Background: an optimization exercise with open tools, aiming at small area, a short achievable clock period and few clock cycles per item. Do not read the settings as production practice. Only simulation tests tie the RTL to the original design; equivalence was not proved.

quartz:
==> flow/design.v (excerpt) <==
module rgb_to_hsv_converter (
    input  logic        i_clk,
    input  logic        i_rst_n,
    input  logic        i_valid,
    output logic        o_ready,
    input  logic [7:0]  i_red,
    input  logic [7:0]  i_green,
    input  logic [7:0]  i_blue,
    output logic        o_valid,
    input  logic        i_ready,
    output logic [15:0] o_hue,
    output logic [15:0] o_saturation,
    output logic [7:0]  o_value
);
Size: roughly 480 flip-flops, ~70 I/O pins, ~30,000 sq um of cells after synthesis.
Settings: LEC_CHECK=0, CAP_MARGIN=20, CORE_MARGIN=2, CORE_UTILIZATION=60, CTS_BUF_LIST=sky130_fd_sc_hd__clkbuf_8, CTS_CLUSTER_SIZE=30, SLEW_MARGIN=20; clock period 10.0 ns.
standard.sh (not shown) runs the stock make flow with config.mk's settings and CLKGATE_MAP_FILE= SYNTH_SCRIPT=/design/flow/synth_recipe.tcl, a recipe that flattens the netlist after the stock synthesis.
==> flow/flow/run.sh <==
#!/bin/bash
# Standard synthesis, then the standard layout steps with repair_timing aiming at a
# setup slack of SETUP_MARGIN ns (the clock and constraints are the design's).
set -euo pipefail
SETUP_MARGIN=${SETUP_MARGIN:-6}
bash standard.sh synth > synth.log 2>&1
bash standard.sh SETUP_SLACK_MARGIN=$SETUP_MARGIN finish > layout.log 2>&1
Testbench counts of quartz, summed over its fixed seeds: cycles 16,080, pixels 16,000.
## Diff of input files: garnet against quartz
diff --git a/flow/flow/run.sh b/flow/flow/run.sh
--- a/flow/flow/run.sh
+++ b/flow/flow/run.sh
@@ -4,3 +4,3 @@
 set -euo pipefail
-SETUP_MARGIN=${SETUP_MARGIN:-6}
+SETUP_MARGIN=${SETUP_MARGIN:-6.5}
 bash standard.sh synth > synth.log 2>&1
diff --git a/flow/config.mk b/flow/config.mk
--- a/flow/config.mk
+++ b/flow/config.mk
@@ -9,5 +9,3 @@
 export CORE_MARGIN = 2
-export CORE_UTILIZATION = 60
-export CTS_BUF_LIST = sky130_fd_sc_hd__clkbuf_8
-export CTS_CLUSTER_SIZE = 30
+export CORE_UTILIZATION = 65
 export SLEW_MARGIN = 20
[summary]
- Sort garnet and quartz by post-layout minimum cycle time, ascending, and quartz comes first.
- Per the comparison of garnet with quartz, placer's final routability congestion estimate -6.3%, layout net count grew by 302, wire length per cell rose about 50%, cell total after placement -about 2%.
### garnet -> amber
diff --git a/flow/flow/run.sh b/flow/flow/run.sh
--- a/flow/flow/run.sh
+++ b/flow/flow/run.sh
@@ -4,3 +4,3 @@
 set -euo pipefail
-SETUP_MARGIN=${SETUP_MARGIN:-6.5}
+SETUP_MARGIN=${SETUP_MARGIN:-6}
 bash standard.sh synth > synth.log 2>&1
diff --git a/flow/config.mk b/flow/config.mk
--- a/flow/config.mk
+++ b/flow/config.mk
@@ -9,3 +9,3 @@
 export CORE_MARGIN = 2
-export CORE_UTILIZATION = 65
+export CORE_UTILIZATION = 60
 export SLEW_MARGIN = 20
==> comparison <==
[compare] base=garnet new=amber: clock period minus worst slack has decreased. amber against garnet: multi-input combinational area share comparable; number of failing hold endpoints at the final stage comparable; number of buffers outside the clock class in the layout now smaller. Note that the final instance area recorded for garnet amounts to 1.14 times the value seen in amber. Compared with garnet, amber shows number of setup buffers added after CTS lower by 270. Run comparison: garnet worst setup path endpoint r5_sr[2]; amber worst setup path endpoint r3_hr[2].
The following lists how onyx was set up differently from amber:
diff --git a/flow/config.mk b/flow/config.mk
--- a/flow/config.mk
+++ b/flow/config.mk
@@ -9,3 +9,3 @@
 export CORE_MARGIN = 2
-export CORE_UTILIZATION = 60
+export CORE_UTILIZATION = 40
 export SLEW_MARGIN = 20
==> comparison <==
Number of buffers other than clock buffers in the final layout (onyx vs. amber) increases by a little under 10%. onyx: setup slack after placement is 0.24 ns lower than what amber reported. On multi-input gate share of total cell area, the lower figure sits with onyx, not amber. Delta (onyx minus amber): number of fillers in the final layout +3,012; worst hold slack ~0 delta; clock slew seen by the registers of the worst setup and hold paths ~0 delta. On clock buffer and inverter area fraction after layout, the higher figure sits with onyx, not amber. Summary: starting DRC count in detailed routing, onyx better than amber. onyx: wire length after detailed routing higher than amber.

---

## red
rgb_to_hsv_converter, a different RTL version from the one above (not shown whole).
Size: roughly 3900 cells after synthesis, about 490 flip-flops, about 70 I/O pins.
==> flow/config.mk <==
export PLATFORM = sky130hd
export DESIGN_NAME = rgb_to_hsv_converter
export DESIGN_NICKNAME = rgb_to_hsv_converter
export VERILOG_FILES = /design/flow/design.v
export SDC_FILE = /design/flow/constraint.sdc
export NUM_CORES = 4
export LEC_CHECK = 0
export ABC_AREA = 1
export CAP_MARGIN = 20
export CORE_MARGIN = 2
export CORE_UTILIZATION = 70
export CTS_BUF_LIST = sky130_fd_sc_hd__clkbuf_4 sky130_fd_sc_hd__clkbuf_8
export SLEW_MARGIN = 20
==> flow/constraint.sdc <==
create_clock -name core_clock -period 10.0 [get_ports {i_clk}]
set_input_delay 2.0000 -clock core_clock [delete_from_list [all_inputs] [get_ports {i_clk}]]
set_output_delay 2.0000 -clock core_clock [all_outputs]
set_load 0.01 [all_outputs]
==> flow/flow/run.sh <==
#!/bin/bash
# Standard synthesis, then the standard layout steps with repair_timing aiming at a
# setup slack of SETUP_MARGIN ns (the clock and constraints are the design's).
set -euo pipefail
SETUP_MARGIN=${SETUP_MARGIN:-6.6}
bash standard.sh synth > synth.log 2>&1
bash standard.sh SETUP_SLACK_MARGIN=$SETUP_MARGIN finish > layout.log 2>&1
No stage failed in red, and the final checks on the layout all came back clean.
Testbench counts of red, summed over its fixed seeds: cycles 16,080, pixels 16,000.
### red -> blue
- a change of CORE_UTILIZATION from 70 to 60
- a deleted CTS_BUF_LIST that had been sky130_fd_sc_hd__clkbuf_4 sky130_fd_sc_hd__clkbuf_8
- No stage failed in blue, and the final checks on the layout all came back clean.
- red reports its slowest stage cell on the critical path as sky130_fd_sc_hd__edfxtp_1 while blue reports sky130_fd_sc_hd__clkdlybuf4s50_1.
- blue vs. red: first-iteration DRC count shrank by about 33%, routed wire length per instance went down.

---

## run 1
rgb_to_hsv_converter with an RTL version that a note above also has.
Size: about 2900 cells after synthesis, about 480 flip-flops, roughly 30000 um2 of cells after synthesis.
Settings: LEC_CHECK=0, CAP_MARGIN=20, CORE_MARGIN=2, CORE_UTILIZATION=40, SETUP_SLACK_MARGIN=5, SLEW_MARGIN=20; clock period 10.0 ns.
run.sh (not shown) runs the stock make flow with config.mk's settings and CLKGATE_MAP_FILE= SYNTH_SCRIPT=/design/flow/synth_recipe.tcl, a recipe that flattens the netlist after the stock synthesis.
Stock flow here: none of the scripts above is used.
Testbench counts of run 1, summed over its fixed seeds: cycles 16,080, pixels 16,000.
> inputs changed (run 1 -> run 2)
# run 1
export LEC_CHECK = 0
export CAP_MARGIN = 20
export CORE_MARGIN = 2
export CORE_UTILIZATION = 40
export SETUP_SLACK_MARGIN = 5
export SLEW_MARGIN = 20
create_clock -name core_clock -period 10.0 [get_ports {i_clk}]
# run 2
export LEC_CHECK = 0
export CAP_MARGIN = 20
export CORE_MARGIN = 2
export CORE_UTILIZATION = 40
export SLEW_MARGIN = 20
export SYNTH_HIERARCHICAL = 1
create_clock -name core_clock -period 10.0 [get_ports {i_clk}]
==> flow/flow/run.sh (new file) <==
#!/bin/bash
# Standard synthesis, then the standard layout steps with repair_timing aiming at a
# setup slack of SETUP_MARGIN ns (the clock and constraints are the design's).
set -euo pipefail
SETUP_MARGIN=${SETUP_MARGIN:-6}
bash standard.sh synth > synth.log 2>&1
bash standard.sh SETUP_SLACK_MARGIN=$SETUP_MARGIN finish > layout.log 2>&1
==> flow/standard.sh (new file) <==
#!/bin/bash
# synth_recipe.tcl (not shown) runs the flow's synth.tcl, then flattens the netlist and writes it again
# the make line also repeats each setting of config.mk as NAME=value (left out here)
make -C /OpenROAD-flow-scripts/flow DESIGN_CONFIG=/design/flow/config.mk WORK_HOME=/design/flow/orfs CLKGATE_MAP_FILE= SYNTH_SCRIPT=/design/flow/synth_recipe.tcl "${@:-finish}"
removed: flow/run.sh
Notes after the runs:
Of run 1 and run 2, the lower final design area excluding fillers belongs to run 1. Summary: with run 1 as the reference, number of non-clock buffers in run 2 moved up by more than 100%. Changes observed in run 2 relative to run 1: worst-case setup margin in the final layout went up by 0.52 ns, data required time at the worst endpoint increased by 0.02 ns relative to the old numbers.

-- afterwards: timing with drivers on the ports --
The results above use ideal ports. As a check the final layouts listed here were re-extracted and re-timed, cells and wires unchanged. Step 1, drivers: a clkbuf_16 drives i_clk and a buf_2 each remaining input, both assumed. Step 2 moves the port delays by t, midway between the first and last clock arrival at a register: inputs arrive t later, outputs are due t later. That takes back most of the time a late clock gives input paths. a / b / c = no drivers / after step 1 / after step 2; a / b = the first two.
run | t, ns | setup WS [ns] | worst hold slack (ns) | clock arrival spread, ns
quartz | 0.713 | 5.970 / 5.970 / 5.516 | 0.406 / 0.406 / 0.406 | 0.034 / 0.034
garnet | 0.663 | 5.767 / 5.767 / 5.767 | 0.414 / 0.414 / 0.414 | 0.024 / 0.025
amber | 0.653 | 5.972 / 5.972 / 5.491 | 0.410 / 0.410 / 0.410 | 0.018 / 0.018
onyx | 0.681 | 5.961 / 5.961 / 5.675 | 0.407 / 0.407 / 0.407 | 0.025 / 0.024
red | 0.718 | 6.668 / 6.612 / 5.995 | 0.410 / 0.410 / 0.410 | 0.022 / 0.022
blue | 0.655 | 6.652 / 6.666 / 6.030 | 0.406 / 0.406 / 0.406 | 0.021 / 0.021
run 1 | 0.690 | 5.429 / 5.429 / 5.429 | 0.411 / 0.411 / 0.411 | 0.033 / 0.033
run 2 | 0.669 | 5.952 / 5.952 / 5.572 | 0.402 / 0.402 / 0.402 | 0.048 / 0.048
After both steps every run listed still meets setup and hold. The setup slack of red, which loses most, moves by -0.056 ns with the drivers and by -0.673 ns with both steps.
